This is an optimization exercise on Yosys and OpenROAD, whose aim is small area, not a production implementation. Only simulation tests tie the RTL to the original design; equivalence was not proved. Power is estimated from default activity; no workload was simulated.

==> flow/design.v, too long to show whole: its modules and the start of the top module <==
// module draw_pixelgen_px: 2667 lines
// module pg_fa: 4 lines
// module pg_ha: 4 lines
// module pg_hai: 4 lines
module draw_pixelgen_px #(
  parameter  int unsigned LANES = 2,
  parameter  int unsigned CW    = 8,
  localparam int unsigned PW    = 4 * CW,
  localparam int unsigned DW    = LANES * PW
) (
  input  logic          CLK,
  input  logic          RST_X,
  input  logic          INIT,
  input  logic          START,
  input  logic [15:0]   REG_COUNT,
  input  logic          REG_PATMODE,
  input  logic [PW-1:0] REG_FCOLOR,
  input  logic          REG_ST_ON,
  input  logic [3:0]    REG_SCOLOR_MASK,
  input  logic [PW-1:0] REG_SCOLOR_L,
  input  logic [PW-1:0] REG_SCOLOR_H,
  input  logic          REG_BLEND_ON,
  input  logic [2:0]    REG_SEL_A,
  input  logic [2:0]    REG_SEL_B,
  input  logic [2:0]    REG_SEL_C,
  input  logic [2:0]    REG_SEL_D,
  input  logic [2:0]    REG_SEL_E,
  input  logic [CW-1:0] REG_SRCCA,
  input  logic [PW-1:0] REG_COEF0,
  input  logic [PW-1:0] REG_COEF1,
  input  logic [DW-1:0] SRC_DATA,
  input  logic [DW-1:0] DST_DATA,
  input  logic          SRC_EMPTY,
  input  logic          DST_EMPTY,
  input  logic          WR_AFULL,
  output logic          SRC_RD,
  output logic          DST_RD,
  output logic          WR_WR,
  output logic [DW-1:0] PIXEL_DATA,
  output logic          BUSY,
  output logic          DONE,
  output logic [1:0]    ERROR
);
  // ...
==> flow/flow/run.sh <==
#!/bin/bash
export BUFFER_PORTS_ARGS="-buffer_cell sky130_fd_sc_hd__buf_1"
bash standard.sh > standard.log 2>&1
==> flow/standard.sh <==
#!/bin/bash
# synth_recipe.tcl (not shown) runs the flow's synth.tcl, then flattens the netlist and writes it again
# the make line also repeats each setting of config.mk as NAME=value (left out here)
make -C /OpenROAD-flow-scripts/flow DESIGN_CONFIG=/design/flow/config.mk WORK_HOME=/design/flow/orfs CLKGATE_MAP_FILE= SYNTH_SCRIPT=/design/flow/synth_recipe.tcl "${@:-finish}"
==> flow/config.mk <==
export PLATFORM = sky130hd
export DESIGN_NAME = draw_pixelgen_px
export DESIGN_NICKNAME = draw_pixelgen_px
export VERILOG_FILES = /design/flow/design.v
export SDC_FILE = /design/flow/constraint.sdc
export NUM_CORES = 4
export LEC_CHECK = 0
export CAP_MARGIN = 20
export CELL_PAD_IN_SITES_DETAIL_PLACEMENT = 1
export CELL_PAD_IN_SITES_GLOBAL_PLACEMENT = 2
export CORE_MARGIN = 2
export CORE_UTILIZATION = 30
export GPL_TIMING_DRIVEN = 0
export SETUP_SLACK_MARGIN = 0.3
export SLEW_MARGIN = 20
export SYNTH_HIERARCHICAL = 1
==> flow/constraint.sdc <==
create_clock -name core_clock -period 9.0 [get_ports {CLK}]
set_input_delay 1.8000 -clock core_clock [delete_from_list [all_inputs] [get_ports {CLK}]]
set_output_delay 1.8000 -clock core_clock [all_outputs]
set_load 0.01 [all_outputs]
==> results.py, run 1 <==
metrics = {
    "power_and_ir_drop": {
        "p_seq_mw": 1.33,
        "total_power_mw": 9.73,
        "powerClk_mw": 0.946,
        "leakagePower_nw": 21.9,
        "p_sw_mw": 5.18,
    },
    "critical_path": {
        "path_cells": "clkbuf_1 > a222oi_1 > nand3_1 > a21oi_2 > nor2_1 > fa_1 > fa_1 > fa_1 > fa_1 > fa_1 > ha_1 > a21o_1 > a21o_1 > a21oi_2 > nand2_1 > a2111oi_4 > and3b_1 > o41ai_4 > o31ai_4 > o22a_2",
        "crit_top_cell": "fa_1",
    },
    "layout": {
        "inv_count": 71,
        "nets": 6550,
        "signal_buffers": 795,
        "stdcell_count": 7011,
    },
    "route": {
        "drt.antenna.violating_nets": 0,
        "wl_per_cell_um": 35.3,
        "vias": 42072,
        "wl_um": 247000,
        "met3_length_um": 19900,
        "highest_layer": "met5",
    },
    "worst_hold_path": {
        "hold_depth": 0,
    },
    "clock_network": {
        "clkLatencyLatePin_ns": 0.59,
    },
    "synth": {
        "synth_top_area_share_pct": 40.1,
        "avgSynthCellArea_um2": 8.95,
        "synth_edf_count": 16,
    },
    "sta": {
        "whs_ns": 0.313,
    },
    "status": {
        "outcome": "no timing/DRC/antenna violations",
    },
    "die": {
        "die_y_um": 374,
    },
    "global_routing": {
        "grtUsageMet2_pct": 53.9,
        "grt_use_met3_pct": 7.93,
    },
}
==> run 2, diff against run 1 <==
--- a/flow/design.v
+++ b/flow/design.v
@@ -81,19 +81,22 @@
       end else begin
         BUSY <= !drained;
         DONE <= drained;
       end
     end
   end
   logic [DW-1:0] pix_c;
   logic [DW-1:0] pix_q;
+  logic [7:0]    ovf_c, ovf_q;
   always_ff @(posedge CLK) begin
     pix_q      <= pix_c;
-    PIXEL_DATA <= pix_q;
+    ovf_q      <= ovf_c;
+    for (int k = 0; k < 8; k++)
+      PIXEL_DATA[8*k +: 8] <= pix_q[8*k +: 8] | {8{ovf_q[k]}};
   end
   logic oA_s, oA_d, oA_ca, oA_sa, oA_da, oA_c0, oA_c1;
   logic oB_s, oB_d, oB_ca, oB_sa, oB_da, oB_c0, oB_c1;
   logic oC_s, oC_d, oC_ca, oC_sa, oC_da, oC_c0, oC_c1;
   logic oD_s, oD_d, oD_ca, oD_sa, oD_da, oD_c0, oD_c1;
   logic oE_s, oE_d, oE_ca, oE_sa, oE_da, oE_c0, oE_c1;
   logic pm;
   logic oA_s_n, oA_d_n, oA_ca_n, oA_sa_n, oA_da_n, oA_c0_n, oA_c1_n;
@@ -533,17 +536,18 @@
   pg_fa u_l0c0_s345 (.a(l0c0_c316), .b(l0c0_s317), .c(l0c0_s289), .s(l0c0_s345), .co(l0c0_c346));
   pg_fa u_l0c0_s347 (.a(l0c0_c318), .b(l0c0_s319), .c(l0c0E[6]), .s(l0c0_s347), .co(l0c0_c348));
   pg_fa u_l0c0_s349 (.a(l0c0_c320), .b(l0c0_c292), .c(l0c0E[7]), .s(l0c0_s349), .co(l0c0_c350));
   logic [17:0] l0c0r0, l0c0r1, l0c0sum;
   assign l0c0r0 = {1'b0, l0c0_c350, l0c0_c348, l0c0_c346, l0c0_c344, l0c0_c342, l0c0_c340, l0c0_c338, l0c0_c336, l0c0_c334, l0c0_c332, l0c0_c330, l0c0_c328, l0c0_c326, l0c0_c324, l0c0_c322, l0c0_s321, l0c0_p1};
   assign l0c0r1 = {1'b0, 1'b0, l0c0_s349, l0c0_s347, l0c0_s345, l0c0_s343, l0c0_s341, l0c0_s339, l0c0_s337, l0c0_s335, l0c0_s333, l0c0_s331, l0c0_s329, l0c0_s327, l0c0_s325, l0c0_s323, l0c0_p73, l0c0_p65};
   assign l0c0sum = l0c0r0 + l0c0r1;
   assign l0c0h = l0c0sum[17:8];
-  assign pix_c[39:32] = t0 ? d0[7:0] : (l0c0h[7:0] | {8{|l0c0h[9:8]}});
+  assign pix_c[39:32] = t0 ? d0[7:0] : l0c0h[7:0];
+  assign ovf_c[4] = !t0 && (|l0c0h[9:8]);
   logic [7:0] l0c1A;
   assign l0c1A = ({8{oA_s}} & s0[15:8]) | ({8{oA_d}} & d0[15:8]) | ({8{oA_sa}} & s0[31:24]) | ({8{oA_da}} & d0[31:24]) | kA1;
   logic [7:0] l0c1B;
   assign l0c1B = ({8{oB_s}} & s0[15:8]) | ({8{oB_d}} & d0[15:8]) | ({8{oB_sa}} & s0[31:24]) | ({8{oB_da}} & d0[31:24]) | kB1;
   logic [7:0] l0c1C;
   assign l0c1C = ({8{oC_s}} & s0[15:8]) | ({8{oC_d}} & d0[15:8]) | ({8{oC_sa}} & s0[31:24]) | ({8{oC_da}} & d0[31:24]) | kC1;
   logic [7:0] l0c1D;
   assign l0c1D = ({8{oD_s}} & s0[15:8]) | ({8{oD_d}} & d0[15:8]) | ({8{oD_sa}} & s0[31:24]) | ({8{oD_da}} & d0[31:24]) | kD1;
@@ -833,17 +837,18 @@
   pg_fa u_l0c1_s345 (.a(l0c1_c316), .b(l0c1_s317), .c(l0c1_s289), .s(l0c1_s345), .co(l0c1_c346));
   pg_fa u_l0c1_s347 (.a(l0c1_c318), .b(l0c1_s319), .c(l0c1E[6]), .s(l0c1_s347), .co(l0c1_c348));
   pg_fa u_l0c1_s349 (.a(l0c1_c320), .b(l0c1_c292), .c(l0c1E[7]), .s(l0c1_s349), .co(l0c1_c350));
   logic [17:0] l0c1r0, l0c1r1, l0c1sum;
   assign l0c1r0 = {1'b0, l0c1_c350, l0c1_c348, l0c1_c346, l0c1_c344, l0c1_c342, l0c1_c340, l0c1_c338, l0c1_c336, l0c1_c334, l0c1_c332, l0c1_c330, l0c1_c328, l0c1_c326, l0c1_c324, l0c1_c322, l0c1_s321, l0c1_p1};
   assign l0c1r1 = {1'b0, 1'b0, l0c1_s349, l0c1_s347, l0c1_s345, l0c1_s343, l0c1_s341, l0c1_s339, l0c1_s337, l0c1_s335, l0c1_s333, l0c1_s331, l0c1_s329, l0c1_s327, l0c1_s325, l0c1_s323, l0c1_p73, l0c1_p65};
   assign l0c1sum = l0c1r0 + l0c1r1;
   assign l0c1h = l0c1sum[17:8];
-  assign pix_c[47:40] = t0 ? d0[15:8] : (l0c1h[7:0] | {8{|l0c1h[9:8]}});
+  assign pix_c[47:40] = t0 ? d0[15:8] : l0c1h[7:0];
+  assign ovf_c[5] = !t0 && (|l0c1h[9:8]);
   logic [7:0] l0c2A;
   assign l0c2A = ({8{oA_s}} & s0[23:16]) | ({8{oA_d}} & d0[23:16]) | ({8{oA_sa}} & s0[31:24]) | ({8{oA_da}} & d0[31:24]) | kA2;
   logic [7:0] l0c2B;
   assign l0c2B = ({8{oB_s}} & s0[23:16]) | ({8{oB_d}} & d0[23:16]) | ({8{oB_sa}} & s0[31:24]) | ({8{oB_da}} & d0[31:24]) | kB2;
   logic [7:0] l0c2C;
   assign l0c2C = ({8{oC_s}} & s0[23:16]) | ({8{oC_d}} & d0[23:16]) | ({8{oC_sa}} & s0[31:24]) | ({8{oC_da}} & d0[31:24]) | kC2;
   logic [7:0] l0c2D;
   assign l0c2D = ({8{oD_s}} & s0[23:16]) | ({8{oD_d}} & d0[23:16]) | ({8{oD_sa}} & s0[31:24]) | ({8{oD_da}} & d0[31:24]) | kD2;
@@ -1133,17 +1138,18 @@
   pg_fa u_l0c2_s345 (.a(l0c2_c316), .b(l0c2_s317), .c(l0c2_s289), .s(l0c2_s345), .co(l0c2_c346));
   pg_fa u_l0c2_s347 (.a(l0c2_c318), .b(l0c2_s319), .c(l0c2E[6]), .s(l0c2_s347), .co(l0c2_c348));
   pg_fa u_l0c2_s349 (.a(l0c2_c320), .b(l0c2_c292), .c(l0c2E[7]), .s(l0c2_s349), .co(l0c2_c350));
   logic [17:0] l0c2r0, l0c2r1, l0c2sum;
   assign l0c2r0 = {1'b0, l0c2_c350, l0c2_c348, l0c2_c346, l0c2_c344, l0c2_c342, l0c2_c340, l0c2_c338, l0c2_c336, l0c2_c334, l0c2_c332, l0c2_c330, l0c2_c328, l0c2_c326, l0c2_c324, l0c2_c322, l0c2_s321, l0c2_p1};
   assign l0c2r1 = {1'b0, 1'b0, l0c2_s349, l0c2_s347, l0c2_s345, l0c2_s343, l0c2_s341, l0c2_s339, l0c2_s337, l0c2_s335, l0c2_s333, l0c2_s331, l0c2_s329, l0c2_s327, l0c2_s325, l0c2_s323, l0c2_p73, l0c2_p65};
   assign l0c2sum = l0c2r0 + l0c2r1;
   assign l0c2h = l0c2sum[17:8];
-  assign pix_c[55:48] = t0 ? d0[23:16] : (l0c2h[7:0] | {8{|l0c2h[9:8]}});
+  assign pix_c[55:48] = t0 ? d0[23:16] : l0c2h[7:0];
+  assign ovf_c[6] = !t0 && (|l0c2h[9:8]);
   logic [7:0] l0c3A;
   assign l0c3A = ({8{oA_s | oA_sa}} & s0[31:24]) | ({8{oA_d | oA_da}} & d0[31:24]) | kA3;
   logic [7:0] l0c3B;
   assign l0c3B = ({8{oB_s | oB_sa}} & s0[31:24]) | ({8{oB_d | oB_da}} & d0[31:24]) | kB3;
   logic [7:0] l0c3C;
   assign l0c3C = ({8{oC_s | oC_sa}} & s0[31:24]) | ({8{oC_d | oC_da}} & d0[31:24]) | kC3;
   logic [7:0] l0c3D;
   assign l0c3D = ({8{oD_s | oD_sa}} & s0[31:24]) | ({8{oD_d | oD_da}} & d0[31:24]) | kD3;
@@ -1433,17 +1439,18 @@
   pg_fa u_l0c3_s345 (.a(l0c3_c316), .b(l0c3_s317), .c(l0c3_s289), .s(l0c3_s345), .co(l0c3_c346));
   pg_fa u_l0c3_s347 (.a(l0c3_c318), .b(l0c3_s319), .c(l0c3E[6]), .s(l0c3_s347), .co(l0c3_c348));
   pg_fa u_l0c3_s349 (.a(l0c3_c320), .b(l0c3_c292), .c(l0c3E[7]), .s(l0c3_s349), .co(l0c3_c350));
   logic [17:0] l0c3r0, l0c3r1, l0c3sum;
   assign l0c3r0 = {1'b0, l0c3_c350, l0c3_c348, l0c3_c346, l0c3_c344, l0c3_c342, l0c3_c340, l0c3_c338, l0c3_c336, l0c3_c334, l0c3_c332, l0c3_c330, l0c3_c328, l0c3_c326, l0c3_c324, l0c3_c322, l0c3_s321, l0c3_p1};
   assign l0c3r1 = {1'b0, 1'b0, l0c3_s349, l0c3_s347, l0c3_s345, l0c3_s343, l0c3_s341, l0c3_s339, l0c3_s337, l0c3_s335, l0c3_s333, l0c3_s331, l0c3_s329, l0c3_s327, l0c3_s325, l0c3_s323, l0c3_p73, l0c3_p65};
   assign l0c3sum = l0c3r0 + l0c3r1;
   assign l0c3h = l0c3sum[17:8];
-  assign pix_c[63:56] = t0 ? d0[31:24] : (l0c3h[7:0] | {8{|l0c3h[9:8]}});
+  assign pix_c[63:56] = t0 ? d0[31:24] : l0c3h[7:0];
+  assign ovf_c[7] = !t0 && (|l0c3h[9:8]);
   logic [31:0] s1, d1;
   logic t1;
   assign s1 = pm ? REG_FCOLOR : SRC_DATA[31:0];
   assign d1 = DST_DATA[31:0];
   logic [7:0] s1c0, l1c0, h1c0;
   assign s1c0 = s1[7:0];
   assign l1c0 = REG_SCOLOR_L[7:0];
   assign h1c0 = REG_SCOLOR_H[7:0];
@@ -1758,17 +1765,18 @@
   pg_fa u_l1c0_s345 (.a(l1c0_c316), .b(l1c0_s317), .c(l1c0_s289), .s(l1c0_s345), .co(l1c0_c346));
   pg_fa u_l1c0_s347 (.a(l1c0_c318), .b(l1c0_s319), .c(l1c0E[6]), .s(l1c0_s347), .co(l1c0_c348));
   pg_fa u_l1c0_s349 (.a(l1c0_c320), .b(l1c0_c292), .c(l1c0E[7]), .s(l1c0_s349), .co(l1c0_c350));
   logic [17:0] l1c0r0, l1c0r1, l1c0sum;
   assign l1c0r0 = {1'b0, l1c0_c350, l1c0_c348, l1c0_c346, l1c0_c344, l1c0_c342, l1c0_c340, l1c0_c338, l1c0_c336, l1c0_c334, l1c0_c332, l1c0_c330, l1c0_c328, l1c0_c326, l1c0_c324, l1c0_c322, l1c0_s321, l1c0_p1};
   assign l1c0r1 = {1'b0, 1'b0, l1c0_s349, l1c0_s347, l1c0_s345, l1c0_s343, l1c0_s341, l1c0_s339, l1c0_s337, l1c0_s335, l1c0_s333, l1c0_s331, l1c0_s329, l1c0_s327, l1c0_s325, l1c0_s323, l1c0_p73, l1c0_p65};
   assign l1c0sum = l1c0r0 + l1c0r1;
   assign l1c0h = l1c0sum[17:8];
-  assign pix_c[7:0] = t1 ? d1[7:0] : (l1c0h[7:0] | {8{|l1c0h[9:8]}});
+  assign pix_c[7:0] = t1 ? d1[7:0] : l1c0h[7:0];
+  assign ovf_c[0] = !t1 && (|l1c0h[9:8]);
   logic [7:0] l1c1A;
   assign l1c1A = ({8{oA_s}} & s1[15:8]) | ({8{oA_d}} & d1[15:8]) | ({8{oA_sa}} & s1[31:24]) | ({8{oA_da}} & d1[31:24]) | kA1;
   logic [7:0] l1c1B;
   assign l1c1B = ({8{oB_s}} & s1[15:8]) | ({8{oB_d}} & d1[15:8]) | ({8{oB_sa}} & s1[31:24]) | ({8{oB_da}} & d1[31:24]) | kB1;
   logic [7:0] l1c1C;
   assign l1c1C = ({8{oC_s}} & s1[15:8]) | ({8{oC_d}} & d1[15:8]) | ({8{oC_sa}} & s1[31:24]) | ({8{oC_da}} & d1[31:24]) | kC1;
   logic [7:0] l1c1D;
   assign l1c1D = ({8{oD_s}} & s1[15:8]) | ({8{oD_d}} & d1[15:8]) | ({8{oD_sa}} & s1[31:24]) | ({8{oD_da}} & d1[31:24]) | kD1;
@@ -2058,17 +2066,18 @@
   pg_fa u_l1c1_s345 (.a(l1c1_c316), .b(l1c1_s317), .c(l1c1_s289), .s(l1c1_s345), .co(l1c1_c346));
   pg_fa u_l1c1_s347 (.a(l1c1_c318), .b(l1c1_s319), .c(l1c1E[6]), .s(l1c1_s347), .co(l1c1_c348));
   pg_fa u_l1c1_s349 (.a(l1c1_c320), .b(l1c1_c292), .c(l1c1E[7]), .s(l1c1_s349), .co(l1c1_c350));
   logic [17:0] l1c1r0, l1c1r1, l1c1sum;
   assign l1c1r0 = {1'b0, l1c1_c350, l1c1_c348, l1c1_c346, l1c1_c344, l1c1_c342, l1c1_c340, l1c1_c338, l1c1_c336, l1c1_c334, l1c1_c332, l1c1_c330, l1c1_c328, l1c1_c326, l1c1_c324, l1c1_c322, l1c1_s321, l1c1_p1};
   assign l1c1r1 = {1'b0, 1'b0, l1c1_s349, l1c1_s347, l1c1_s345, l1c1_s343, l1c1_s341, l1c1_s339, l1c1_s337, l1c1_s335, l1c1_s333, l1c1_s331, l1c1_s329, l1c1_s327, l1c1_s325, l1c1_s323, l1c1_p73, l1c1_p65};
   assign l1c1sum = l1c1r0 + l1c1r1;
   assign l1c1h = l1c1sum[17:8];
-  assign pix_c[15:8] = t1 ? d1[15:8] : (l1c1h[7:0] | {8{|l1c1h[9:8]}});
+  assign pix_c[15:8] = t1 ? d1[15:8] : l1c1h[7:0];
+  assign ovf_c[1] = !t1 && (|l1c1h[9:8]);
   logic [7:0] l1c2A;
   assign l1c2A = ({8{oA_s}} & s1[23:16]) | ({8{oA_d}} & d1[23:16]) | ({8{oA_sa}} & s1[31:24]) | ({8{oA_da}} & d1[31:24]) | kA2;
   logic [7:0] l1c2B;
   assign l1c2B = ({8{oB_s}} & s1[23:16]) | ({8{oB_d}} & d1[23:16]) | ({8{oB_sa}} & s1[31:24]) | ({8{oB_da}} & d1[31:24]) | kB2;
   logic [7:0] l1c2C;
   assign l1c2C = ({8{oC_s}} & s1[23:16]) | ({8{oC_d}} & d1[23:16]) | ({8{oC_sa}} & s1[31:24]) | ({8{oC_da}} & d1[31:24]) | kC2;
   logic [7:0] l1c2D;
   assign l1c2D = ({8{oD_s}} & s1[23:16]) | ({8{oD_d}} & d1[23:16]) | ({8{oD_sa}} & s1[31:24]) | ({8{oD_da}} & d1[31:24]) | kD2;
@@ -2358,17 +2367,18 @@
   pg_fa u_l1c2_s345 (.a(l1c2_c316), .b(l1c2_s317), .c(l1c2_s289), .s(l1c2_s345), .co(l1c2_c346));
   pg_fa u_l1c2_s347 (.a(l1c2_c318), .b(l1c2_s319), .c(l1c2E[6]), .s(l1c2_s347), .co(l1c2_c348));
   pg_fa u_l1c2_s349 (.a(l1c2_c320), .b(l1c2_c292), .c(l1c2E[7]), .s(l1c2_s349), .co(l1c2_c350));
   logic [17:0] l1c2r0, l1c2r1, l1c2sum;
   assign l1c2r0 = {1'b0, l1c2_c350, l1c2_c348, l1c2_c346, l1c2_c344, l1c2_c342, l1c2_c340, l1c2_c338, l1c2_c336, l1c2_c334, l1c2_c332, l1c2_c330, l1c2_c328, l1c2_c326, l1c2_c324, l1c2_c322, l1c2_s321, l1c2_p1};
   assign l1c2r1 = {1'b0, 1'b0, l1c2_s349, l1c2_s347, l1c2_s345, l1c2_s343, l1c2_s341, l1c2_s339, l1c2_s337, l1c2_s335, l1c2_s333, l1c2_s331, l1c2_s329, l1c2_s327, l1c2_s325, l1c2_s323, l1c2_p73, l1c2_p65};
   assign l1c2sum = l1c2r0 + l1c2r1;
   assign l1c2h = l1c2sum[17:8];
-  assign pix_c[23:16] = t1 ? d1[23:16] : (l1c2h[7:0] | {8{|l1c2h[9:8]}});
+  assign pix_c[23:16] = t1 ? d1[23:16] : l1c2h[7:0];
+  assign ovf_c[2] = !t1 && (|l1c2h[9:8]);
   logic [7:0] l1c3A;
   assign l1c3A = ({8{oA_s | oA_sa}} & s1[31:24]) | ({8{oA_d | oA_da}} & d1[31:24]) | kA3;
   logic [7:0] l1c3B;
   assign l1c3B = ({8{oB_s | oB_sa}} & s1[31:24]) | ({8{oB_d | oB_da}} & d1[31:24]) | kB3;
   logic [7:0] l1c3C;
   assign l1c3C = ({8{oC_s | oC_sa}} & s1[31:24]) | ({8{oC_d | oC_da}} & d1[31:24]) | kC3;
   logic [7:0] l1c3D;
   assign l1c3D = ({8{oD_s | oD_sa}} & s1[31:24]) | ({8{oD_d | oD_da}} & d1[31:24]) | kD3;
@@ -2658,17 +2668,18 @@
   pg_fa u_l1c3_s345 (.a(l1c3_c316), .b(l1c3_s317), .c(l1c3_s289), .s(l1c3_s345), .co(l1c3_c346));
   pg_fa u_l1c3_s347 (.a(l1c3_c318), .b(l1c3_s319), .c(l1c3E[6]), .s(l1c3_s347), .co(l1c3_c348));
   pg_fa u_l1c3_s349 (.a(l1c3_c320), .b(l1c3_c292), .c(l1c3E[7]), .s(l1c3_s349), .co(l1c3_c350));
   logic [17:0] l1c3r0, l1c3r1, l1c3sum;
   assign l1c3r0 = {1'b0, l1c3_c350, l1c3_c348, l1c3_c346, l1c3_c344, l1c3_c342, l1c3_c340, l1c3_c338, l1c3_c336, l1c3_c334, l1c3_c332, l1c3_c330, l1c3_c328, l1c3_c326, l1c3_c324, l1c3_c322, l1c3_s321, l1c3_p1};
   assign l1c3r1 = {1'b0, 1'b0, l1c3_s349, l1c3_s347, l1c3_s345, l1c3_s343, l1c3_s341, l1c3_s339, l1c3_s337, l1c3_s335, l1c3_s333, l1c3_s331, l1c3_s329, l1c3_s327, l1c3_s325, l1c3_s323, l1c3_p73, l1c3_p65};
   assign l1c3sum = l1c3r0 + l1c3r1;
   assign l1c3h = l1c3sum[17:8];
-  assign pix_c[31:24] = t1 ? d1[31:24] : (l1c3h[7:0] | {8{|l1c3h[9:8]}});
+  assign pix_c[31:24] = t1 ? d1[31:24] : l1c3h[7:0];
+  assign ovf_c[3] = !t1 && (|l1c3h[9:8]);
 endmodule
 module pg_fa (input logic a, b, c, output logic s, co);
   assign s  = a ^ b ^ c;
   assign co = (a & b) | (a & c) | (b & c);
 endmodule
 module pg_ha (input logic a, b, output logic s, co);
   assign s  = a ^ b;
   assign co = a & b;
--- a/flow/config.mk
+++ b/flow/config.mk
@@ -6,11 +6,11 @@
 export NUM_CORES = 4
 export LEC_CHECK = 0
 export CAP_MARGIN = 20
 export CELL_PAD_IN_SITES_DETAIL_PLACEMENT = 1
 export CELL_PAD_IN_SITES_GLOBAL_PLACEMENT = 2
 export CORE_MARGIN = 2
 export CORE_UTILIZATION = 30
 export GPL_TIMING_DRIVEN = 0
-export SETUP_SLACK_MARGIN = 0.3
+export SETUP_SLACK_MARGIN = 0.15
 export SLEW_MARGIN = 20
 export SYNTH_HIERARCHICAL = 1
==> run 2 against run 1 <==
- routed wire length decreased by 2.1%
- maximum frequency about the same
- clock power decreased by 1%
- core utilization shrank 0.72 points
- via count down 1.8%
- synthesized cell count rose by 0.11%
- sequential power increased by 4%
- cell area decreased by 0.77%
- clock skew fell by 0.014 ns
- highest routed layer unchanged
- final cell count shrank 0.39%
- combinational power grew 0.7%
- largest cell class unchanged
==> results.py, run 2 <==
metrics = {
    "sta": {
        "hold_viol": 0,
        "worst_slack_ns": 0.256,
        "setup_violations": 0,
        "tightest_slew_ns": 1.34,
        "slew_viol_final": 0,
        "whs_ns": 0.400,
        "rsz0062_at_grt": "no",
        "finalCritPeriodShare_pct": 97.2,
        "slew-limit-headroom_pct": 10.7,
        "finalSetupTns_ns": 0,
        "fmax_mhz": 114,
        "clock_skew_ns": 0.0281,
        "min_period_ns": 8.74,
    },
    "global_routing": {
        "grt_pass1_vias": 43955,
        "grt_antenna_before_repair": 48,
        "grt_start_max_net_pins": 26,
        "overflow": 0,
        "grt_pass1_wl_um": 340000,
        "grt_usage_pct": 34.1,
    },
    "synth": {
        "avgSynthCellArea_um2": 9.04,
        "synth_edf_count": 16,
        "yosys.cell_count.top_type": "nor2_1",
        "ys_top_cells_by_count": "nor2_1 (1140), fa_1 (824), nand2_1 (348)",
        "synth-seq-cells": 195,
        "yosys_warnings": 7,
        "ys.flop_type": "dfxtp_1",
        "synth_cells": 4602,
        "netlist_area_um2": 41600,
        "synth.distinct_cells": 81,
        "postSynth.asyncResetShare_pct": 3.59,
        "synth_top_area_share_pct": 39.6,
        "synth_fp_nets": 5952,
        "synth_area_leaders": "fa_1 (40%), nor2_1 (10%), dfxtp_1 (8.3%)",
        "seq_area_frac_synth_pct": 9.85,
        "yosys.area.top_type": "fa_1",
    },
    "critical_path": {
        "worstSetupEndpointType": "flip-flop",
        "crit_top_cell": "fa_1",
        "cp-start-kind": "input port",
        "cp_max_fo": 10,
        "path_class": "in2reg",
        "crit_required_ns": 9.46,
        "path_cells": "clkbuf_1 > a222oi_1 > nand3_1 > a21oi_4 > nor2_1 > fa_1 > fa_1 > fa_1 > fa_1 > fa_1 > fa_1 > ha_1 > o2111ai_1 > o41ai_4 > a41o_1 > o211a_1 > nor2_1 > xnor2_1 > mux2_2",
        "crit_arrival_ns": 9.20,
        "cp_slowest_cell": "a222oi_1",
        "max_stage_delay_ns": 1.11,
    },
    "power_and_ir_drop": {
        "clockPowerShare_pct": 9.5,
        "leakagePower_nw": 22.0,
        "vdd_ir_drop_max_v": 0.000194,
        "switching_share_pct": 49.2,
        "p_sw_mw": 4.83,
        "power_density_nw_per_um2": 202,
        "total_power_mw": 9.82,
        "power_frac_comb_pct": 76.4,
        "intPower_mw": 4.98,
        "p_seq_share_pct": 14.1,
    },
    "placed_design": {
        "gp_congestion": 1.00,
        "dpl-instance-area_um2": 46200,
        "hpwl_um": 208000,
        "numPortBuffers": 404,
        "place_inst": 6855,
        "dp_slack_ns": -2.34,
    },
    "layout": {
        "seq_area_um2": 4100,
        "fin_util_pct": 35.4,
        "syn_to_final_growth_pct": 16.9,
        "reg_top3": "PIXEL_DATA: 64 flops, pix_q: 64 flops, rem: 16 flops",
        "stdcell_count": 6984,
        "final_common_cell": "nor2_1",
        "nets": 6511,
        "multiInputGateArea_um2": 37800,
        "layout_common_cells": "nor2_1 (1140), fa_1 (824), buf_1 (412)",
        "nFillCells": 16065,
        "finalInstanceArea_um2": 48600,
        "layout-drive-gt1-share_pct": 12.0,
    },
    "route": {
        "dr.pass1.iters": 12,
        "drt_iter0_drc": 4683,
        "wl_um": 242000,
        "route.detailed.drc": 0,
        "drt.antenna.violating_nets": 0,
        "routed_via_density": 5.91,
        "wl_per_cell_um": 34.7,
        "vias": 41295,
    },
    "clock_network": {
        "clkLatencyLatePin_ns": 0.59,
        "cts_tree": "built",
        "clk_pin_slew_ns": 0.11,
        "htreeDepth": 4,
        "clock-sinks": 195,
        "cts_inserted_buffers": 17,
        "root_buffer": "clkbuf_16",
        "cts_buffer_depth": 2,
    },
    "worst_hold_path": {
        "hp-class": "reg2reg",
    },
    "die": {
        "dieArea_um2": 142000,
        "die_w_um": 376,
        "rows": 136,
        "start_util_pct": 30.3,
        "core_um2": 137000,
        "io-pin-count": 412,
        "die_y_um": 376,
    },
    "job": {
        "drv_cap": 0,
    },
    "status": {
        "outcome": "no timing/DRC/antenna violations",
    },
}
## run 2: worst max-delay path, delay by kind of cell
kind | cells | cell delay [ns]
fa+ha+maj | 7 | 3.37
compound gates | 6 | 2.76
simple gates | 3 | 0.48
buf+inv | 1 | 0.35
mux | 1 | 0.30
xor+xnor | 1 | 0.11
## run 2: modules after synthesis, one instance, submodules excluded
module	flip-flops and latches	cells
pg_ha	0	1
draw_pixelgen_px	195	3714
pg_fa	0	1
## run 2: worst paths after layout
| check | cells after the start | to | slack, ns | start |
|---|---|---|---|---|
| worst max-delay path | 19 | pix_q[15] | 0.26 | REG_SRCCA[4] |
| worst min-delay path | 1 | PIXEL_DATA[50] | 0.40 | pix_q[50] |
| worst max register to register | 26 | pix_q[15] | 0.36 | pm |
| worst min register to register | 1 | PIXEL_DATA[50] | 0.40 | pix_q[50] |
| max in group asynchronous | 1 | v1 | 7.57 | RST_X |
| min in group asynchronous | 1 | ERROR[0] | 1.11 | RST_X |
## run 2: repair_timing
action,4_1_cts,5_1_grt
hold buffers,0,0
setup buffers,42,35
pin swaps,13,13
endpoints found under the setup margin,72,29
resized for setup,156,81
## run 2: cell type report
class	instances	share of cell area, %
multi-input cells	4136	77.7
flip-flops and latches	195	8.43
repair buffers	545	5.36
well taps	1794	4.61
plain buffers	198	1.92
clock buffers	17	0.875
inverters	68	0.525
clock inverters	15	0.484
diodes	16	0.0823
## run 2: per-layer routing
layer | vias up | GRT usage [%] | wire length, um
li1 | 17384 | - | -
met2 | 1748 | 51.7 | 105000
met3 | 357 | 8.39 | 19600
met1 | 21746 | 46.9 | 107000
met4 | 60 | 12.3 | 9880
met5 | - | 0 | 348
## run 2: logic make-up after synthesis
logic type                 count (synthesis)  synth area share (%)
buffers and inverters                    271                  2.78
AOI/OAI and AO/OA                        923                  16.2
and+or+nand+nor                         1994                  20.3
xor gates and xnor gates                  59                  1.24
DFF                                      195                  9.85
muxes                                    131                  3.92
adders and majority gates               1029                  45.7
## run 2: power by group through the flow
| stage | clock [mW] | combinational, mW | sequential, mW |
|---|---|---|---|
| 6_report | 0.936 | 7.50 | 1.38 |
| 3_5_place_dp | 0 | 7.28 | 1.41 |
| 4_1_cts | 0.963 | 7.43 | 1.39 |
| 2_1_floorplan | 0 | 5.00 | 1.44 |
| 3_3_place_gp | 0 | 7.18 | 1.40 |
| 5_1_grt | 0.991 | 8.29 | 1.42 |
==> run 3, diff against run 2 <==
--- a/flow/config.mk
+++ b/flow/config.mk
@@ -9,7 +9,7 @@
 export CELL_PAD_IN_SITES_DETAIL_PLACEMENT = 1
 export CELL_PAD_IN_SITES_GLOBAL_PLACEMENT = 2
 export CORE_MARGIN = 2
-export CORE_UTILIZATION = 30
+export CORE_UTILIZATION = 35
 export GPL_TIMING_DRIVEN = 0
 export SETUP_SLACK_MARGIN = 0.15
 export SLEW_MARGIN = 20
==> run 3 against run 2 <==
- core utilization rose by 5.0 points
- sequential power barely moved
- non-clock buffer count is 36 lower
- sequential share of layout area up 0.19 points
- critical endpoint unchanged
- largest power group unchanged
- highest routed layer unchanged
==> results.py, run 3 <==
metrics = {
    "route": {
        "wl_per_cell_um": 34.3,
        "routed_via_density": 6.15,
        "wl_um": 230000,
        "drt_iter0_drc": 5167,
        "vias": 41181,
        "dr.pass1.iters": 13,
        "drt.antenna.violating_nets": 0,
        "route.detailed.drc": 0,
    },
    "sta": {
        "setup_violations": 0,
        "whs_ns": 0.406,
        "slew-limit-headroom_pct": 6.45,
        "finalCritPeriodShare_pct": 97.7,
        "fmax_mhz": 114,
        "hold_viol": 0,
        "slew_viol_final": 0,
        "rsz0062_at_grt": "no",
        "tightest_slew_ns": 1.40,
        "min_period_ns": 8.79,
        "clock_skew_ns": 0.0275,
    },
    "critical_path": {
        "worstSetupEndpointType": "flip-flop",
        "crit_arrival_ns": 9.25,
        "cp-start-kind": "input port",
        "cp_max_fo": 10,
        "crit_required_ns": 9.45,
        "path_class": "in2reg",
    },
    "global_routing": {
        "grt.busiest_layer": "met2",
        "grt_start_max_net_pins": 22,
        "grt_pass1_wl_um": 325000,
        "grtUsageMet2_pct": 57.5,
        "grt_antenna_before_repair": 41,
        "grt_use_met3_pct": 12.3,
        "overflow": 0,
        "grt_usage_pct": 37.7,
        "grt_util_met1_pct": 49.4,
        "grt_pass1_vias": 43489,
    },
    "clock_network": {
        "clk_pin_slew_ns": 0.09,
        "cts_inserted_buffers": 17,
        "ctsHoldBuffers": 0,
        "clock-sinks": 195,
        "cts_buffer_depth": 2,
        "cts_tree": "built",
        "htreeDepth": 4,
        "clkLatencyLatePin_ns": 0.58,
        "root_buffer": "clkbuf_16",
    },
    "layout": {
        "syn_to_final_growth_pct": 14.3,
        "layout-drive-gt1-share_pct": 10.9,
        "nets": 6475,
        "final_common_cell": "nor2_1",
        "reg_top3": "PIXEL_DATA: 64 flops, pix_q: 64 flops, rem: 16 flops",
        "nFillCells": 13858,
        "fin_util_pct": 40.3,
        "layout_common_cells": "nor2_1 (1138), fa_1 (824), buf_1 (412)",
    },
    "power_and_ir_drop": {
        "total_power_mw": 9.64,
        "vdd_ir_drop_max_v": 0.000192,
        "power_density_nw_per_um2": 203,
        "leakagePower_nw": 21.7,
    },
    "synth": {
        "synth_top_family_by_area": "adder cells",
        "synth-seq-cells": 195,
        "ys.flop_type": "dfxtp_1",
        "yosys.cell_count.top_type": "nor2_1",
        "synth_cells": 4602,
        "yosys.area.top_type": "fa_1",
        "netlist_area_um2": 41600,
        "avgSynthCellArea_um2": 9.04,
        "muxShareOfSynthArea_pct": 3.92,
        "synth_area_leaders": "fa_1 (40%), nor2_1 (10%), dfxtp_1 (8.3%)",
        "synth_compound_area_share_pct": 16.2,
        "synth_fp_nets": 5952,
        "synth-xor-area-share_pct": 1.24,
        "synth-simple-area-share_pct": 20.3,
        "ys_top_cells_by_count": "nor2_1 (1140), fa_1 (824), nand2_1 (348)",
        "seq_area_frac_synth_pct": 9.85,
        "synth_top_area_share_pct": 39.6,
        "synth_edf_count": 16,
        "yosys_warnings": 7,
        "synth_adder_area_share_pct": 45.7,
        "postSynth.asyncResetShare_pct": 3.59,
        "synth.distinct_cells": 81,
    },
    "placed_design": {
        "numPortBuffers": 404,
        "hpwl_um": 196000,
        "gp_congestion": 1.01,
    },
    "status": {
        "outcome": "no timing/DRC/antenna violations",
    },
    "die": {
        "core_um2": 118000,
        "die_y_um": 349,
        "die_w_um": 349,
        "rows": 126,
        "start_util_pct": 35.3,
        "io-pin-count": 412,
        "dieArea_um2": 122000,
    },
    "worst_hold_path": {
        "hp-class": "reg2reg",
    },
    "job": {
        "drv_cap": 0,
    },
}
==> run 3: changes by cell type in the layout (fill, tap and decap cells not counted), moves of 6 or more <==
cell | before | now
a221oi_2 | 43 | 28
buf_2 | 13 | 31
buf_8 | 9 | 3
a21oi_1 | 127 | 136
a21oi_2 | 69 | 77
a21oi_4 | 42 | 25
a221oi_1 | 23 | 38
buf_4 | 115 | 63
==> run 3: report_power, final <==
group | switching, mW | total (mW) | internal, mW
combinational | 4.11 | 7.38 | 3.27
clock | 0.474 | 0.878 | 0.404
sequential | 0.117 | 1.38 | 1.26
total | 4.71 | 9.64 | 4.94
==> run 3: logic make-up (layout without fill, tap and decap cells) <==
family / Yosys count / in the layout
compound gates: 923 / 923
xor+xnor: 59 / 59
fa+ha+maj: 1029 / 1029
buf+inv: 271 / 807
flops: 195 / 195
mux: 131 / 131
other cells: 0 / 17
simple gates: 1994 / 1994
==> run 3: cell type report <==
class / count / area (um2) / share of cell area [%]
multi-input combinational: 4136 / 37500 / 78.8
buffer: 200 / 918 / 1.93
inverter: 68 / 255 / 0.537
clock buffer: 17 / 425 / 0.894
sequential: 195 / 4100 / 8.62
antenna: 17 / 42.5 / 0.0894
timing repair buffer: 507 / 2220 / 4.66
tap: 1536 / 1920 / 4.04
clock inverter: 15 / 204 / 0.429
==> run 3: layer usage <==
metal  vias up  part of all wire [%]  wire (um)
met3       434                    11      24300
met1     21280                    41      95400
met4        46                   4.1       9470
met2      2148                    44     100000
met5         -                  0.12        287
li1      17273                     -          -
==> run 3: timing repair <==
action | CTS | global route
resized for setup | 151 | 59
pin swaps | 10 | 8
gates cloned | 0 | 0
setup endpoints to repair | 72 | 38
buffers inserted | 16 | 29
==> run 3: path summary, 6_finish.rpt <==
kind | start | to | slack (ns) | cells past startpoint
max | REG_SRCCA[6] | pix_q[15] | 0.21 | 21
min | pix_q[21] | PIXEL_DATA[21] | 0.41 | 1
max reg2reg | pm | pix_q[23] | 0.37 | 23
min reg2reg | pix_q[21] | PIXEL_DATA[21] | 0.41 | 1
max in group asynchronous | RST_X | v2 | 7.60 | 1
min in group asynchronous | RST_X | ERROR[0] | 1.12 | 1
==> run 3: per-module statistics from Yosys, one instance, submodules excluded <==
module	cell area [um2]	cells inside	flops+latches
pg_fa	20.0	1	0
pg_ha	12.5	1	0
draw_pixelgen_px	24300	3714	195
==> run 3: metrics by stage <==
step	setup WS, ns	cells	setup TNS, ns	instance area, um2
after detailed placement	-1.95	6586	-81.65	45500
after CTS	0.107	6633	0	47000
after global placement	-2.18	6542	-109.29	45000
after global routing	0.162	6684	0	47600
after floorplan	0.915	4602	0	41600
final	0.205	6691	0	47600
==> run 3: worst max-delay path, cell delays in order <==
cell,delay (ns)
clkbuf_1,0.35
a222oi_1,1.08
nand3_1,0.30
a21oi_2,0.44
nor2_1,0.08
ha_1,0.34
fa_1,0.56
fa_1,0.47
fa_1,0.47
fa_1,0.55
fa_1,0.45
ha_1,0.31
nand2_1,0.07
a32oi_1,0.42
o2111ai_1,0.20
o41ai_2,0.35
a41o_1,0.36
o211a_1,0.21
nor2_1,0.05
xnor2_1,0.12
mux2_2,0.27
==> run 4, diff against run 3 <==
--- a/flow/config.mk
+++ b/flow/config.mk
@@ -9,7 +9,7 @@
 export CELL_PAD_IN_SITES_DETAIL_PLACEMENT = 1
 export CELL_PAD_IN_SITES_GLOBAL_PLACEMENT = 2
 export CORE_MARGIN = 2
-export CORE_UTILIZATION = 35
+export CORE_UTILIZATION = 38
 export GPL_TIMING_DRIVEN = 0
 export SETUP_SLACK_MARGIN = 0.15
 export SLEW_MARGIN = 20
==> run 4 against run 3 <==
- still clean
- synthesized area unchanged
- clock skew is 0.011 ns higher
- maximum frequency is essentially flat
- critical endpoint is now pix_q[39]
- largest cell class unchanged
- highest routed layer unchanged
==> results.py, run 4 <==
metrics = {
    "sta": {
        "rsz0062_at_grt": "yes",
        "slew_viol_final": 0,
        "tightest_slew_ns": 1.34,
        "whs_ns": 0.402,
        "setup_violations": 0,
        "slew-limit-headroom_pct": 10.5,
        "hold_viol": 0,
        "worst_slack_ns": 0.197,
        "finalCritPeriodShare_pct": 97.8,
        "min_period_ns": 8.80,
        "clock_skew_ns": 0.0388,
        "fmax_mhz": 114,
    },
    "die": {
        "die_y_um": 335,
        "io-pin-count": 412,
        "dieArea_um2": 112000,
        "rows": 121,
        "core_um2": 109000,
        "start_util_pct": 38.3,
        "die_w_um": 335,
    },
    "global_routing": {
        "grt_antenna_before_repair": 50,
        "grt_pass1_wl_um": 322000,
        "overflow": 0,
        "grt_usage_pct": 40.3,
        "grt_start_max_net_pins": 22,
        "grt_pass1_vias": 43991,
    },
    "route": {
        "drt.antenna.violating_nets": 0,
        "drt_iter0_drc": 5393,
        "wl_um": 227000,
        "route.detailed.drc": 0,
        "dr.pass1.iters": 17,
        "routed_via_density": 6.35,
        "wl_per_cell_um": 34.5,
        "vias": 41785,
    },
    "critical_path": {
        "crit_required_ns": 9.44,
        "path_class": "in2reg",
        "crit_top_cell": "fa_1",
        "path_delay_family": "adder cells",
        "max_stage_delay_ns": 1.17,
        "r2r_slack_ns": 0.23,
        "cp-start-kind": "input port",
        "worst_r2r_endpoint": "pix_q[23]",
        "worstReg2RegStart": "pm",
        "worst-path-buf-inv": 1,
        "worstSetupEndpointType": "flip-flop",
        "crit_arrival_ns": 9.24,
        "reg2regPathDepth": 24,
        "path_cells": "clkbuf_1 > a222oi_1 > nand3_1 > a21oi_1 > nor2_1 > fa_1 > fa_1 > fa_1 > fa_1 > fa_1 > fa_1 > ha_1 > nand3_1 > nor3b_1 > o211ai_2 > a211oi_1 > o31a_1 > o32ai_1 > mux2_2",
        "cp_max_fo": 10,
        "cp_slowest_cell": "a222oi_1",
        "cp_num_cells": 19,
    },
    "synth": {
        "yosys.cell_count.top_type": "nor2_1",
        "synth_edf_count": 16,
        "yosys_warnings": 7,
        "postSynth.asyncResetShare_pct": 3.59,
        "netlist_area_um2": 41600,
        "ys_top_cells_by_count": "nor2_1 (1140), fa_1 (824), nand2_1 (348)",
        "ys.flop_type": "dfxtp_1",
        "synth_top_area_share_pct": 39.6,
        "avgSynthCellArea_um2": 9.04,
        "synth.distinct_cells": 81,
        "synth_fp_nets": 5952,
        "synth_cells": 4602,
        "synth_area_leaders": "fa_1 (40%), nor2_1 (10%), dfxtp_1 (8.3%)",
        "yosys.area.top_type": "fa_1",
        "synth-seq-cells": 195,
        "seq_area_frac_synth_pct": 9.85,
    },
    "layout": {
        "stdcell_count": 6582,
        "nFillCells": 12797,
        "layout_common_cells": "nor2_1 (1139), fa_1 (824), buf_1 (412)",
        "layout-drive-gt1-share_pct": 11.3,
        "nets": 6487,
        "multiInputGateArea_um2": 37500,
        "final_common_cell": "nor2_1",
        "seq_area_um2": 4100,
        "syn_to_final_growth_pct": 14.2,
        "reg_top3": "PIXEL_DATA: 64 flops, pix_q: 64 flops, rem: 16 flops",
        "fin_util_pct": 43.7,
    },
    "worst_hold_path": {
        "worstHoldEndpoint": "PIXEL_DATA[60]",
        "hold_depth": 1,
        "hp-class": "reg2reg",
        "min-delay-start": "pix_q[60]",
    },
    "clock_network": {
        "cts_tree": "built",
        "clkLatencyLatePin_ns": 0.56,
        "htreeDepth": 4,
        "cts_inserted_buffers": 17,
        "clk_pin_slew_ns": 0.12,
        "cts_buffer_depth": 2,
        "clock-sinks": 195,
        "root_buffer": "clkbuf_16",
    },
    "placed_design": {
        "gp_congestion": 1.05,
        "place_inst": 6459,
        "dp_slack_ns": -1.65,
        "numPortBuffers": 404,
        "hpwl_um": 192000,
    },
    "power_and_ir_drop": {
        "vdd_ir_drop_max_v": 0.000183,
        "power_density_nw_per_um2": 203,
        "leakagePower_nw": 21.7,
    },
    "job": {
        "drv_cap": 0,
    },
    "status": {
        "outcome": "no timing/DRC/antenna violations",
    },
}
[run 4: cell counts after synthesis]
Identical to the previous run, type by type.
[run 4: Yosys stat by module, one instance, submodules excluded]
module	flops+latches	area (um2)	times used
pg_fa	0	20.0	824
draw_pixelgen_px	195	24300	1
pg_ha	0	12.5	64
[run 4: metrics by stage]
stage                     TNS (ns)  total power, mW  instance area, um2
after global routing             0             10.5               47500
after floorplan                  0             6.44               41600
after global placement      -80.45             8.38               44900
final                            0             9.65               47500
after CTS                        0             9.58               46600
after detailed placement    -63.65             8.56               45300
[run 4: worst max path at each step]
stage	startpoint	to
global route	REG_SRCCA[5]	pix_q[15]
detailed placement	pm	pix_q[55]
floorplan	REG_FCOLOR[31]	pix_q[55]
global placement	pm	pix_q[55]
CTS	REG_FCOLOR[31]	pix_q[55]
finish	REG_SRCCA[1]	pix_q[39]
[run 4: layout make-up]
type	instances	share of cell area [%]
diodes	18	0.0948
plain buffers	199	1.91
clock buffers	17	0.896
clock inverters	15	0.427
inverters	68	0.537
multi-input cells	4136	79.0
flip-flops and latches	195	8.64
well taps	1414	3.72
repair buffers	520	4.77
[run 4: power breakdown]
part           total, mW  leakage, nW  switching (mW)  internal (mW)
sequential          1.38         1.69           0.116           1.26
clock              0.891        0.302           0.486          0.405
combinational       7.38         19.7            4.10           3.28
total               9.65         21.7            4.70           4.95
[run 4: kinds of logic after synthesis]
family | synth area share (%)
fa+ha+maj | 45.7
xor+xnor | 1.24
flops | 9.85
simple gates | 20.3
buf+inv | 2.78
mux | 3.92
compound gates | 16.2
[run 4: worst register-to-register path, delay by kind of cell (launching register included)]
family                     cells  cell delay (ns)
adders and majority gates      6             2.70
AOI/OAI and AO/OA              5             2.18
buffers and inverters          5             1.26
and+or+nand+nor                5             1.18
muxes                          2             0.71
DFF                            1             0.48
xor gates and xnor gates       1             0.14
[run 4: per-layer routing]
metal / up-vias / share of wire (%) / global-route usage (%)
li1: 17326 / - / -
met1: 21644 / 41 / 52.5
met2: 2268 / 43 / 60.8
met3: 483 / 11 / 13.8
met4: 64 / 4.7 / 16.8
met5: - / 0.17 / 0
[run 4: timing repair]
item	CTS	global route
gates resized for setup	127	88
hold buffers	0	0
hold endpoints to repair	0	0
endpoints found under the setup margin	72	36
buffers inserted	16	34
pin swaps	10	12

-- afterwards: timing with drivers on the ports --
No port has a modelled driver above. Below, the same layouts with a new extraction and two added sets of constraints.
Step 1 assumes that a clkbuf_16 drives the clock port and a buf_2 every other input.
Step 2 also shifts input and output timing later by t, the mid clock arrival at the registers, as if the neighbouring blocks saw the same clock.
Slacks: ideal ports / drivers / drivers and shift; pairs: ideal ports / drivers.
run	shift t [ns]	setup WS [ns]	worst setup path after step 2
run 1	0.653	0.261 / 0.231 / -0.422	input to register
run 2	0.649	0.256 / 0.264 / -0.386	input to register
run 3	0.647	0.205 / 0.190 / -0.457	input to register
run 4	0.627	0.197 / 0.190 / -0.437	input to register
Met with ideal ports but missed after step 2: setup timing in every run listed. The setup slack of run 1, which loses most, moves by -0.030 ns with the drivers and by -0.683 ns with both steps.
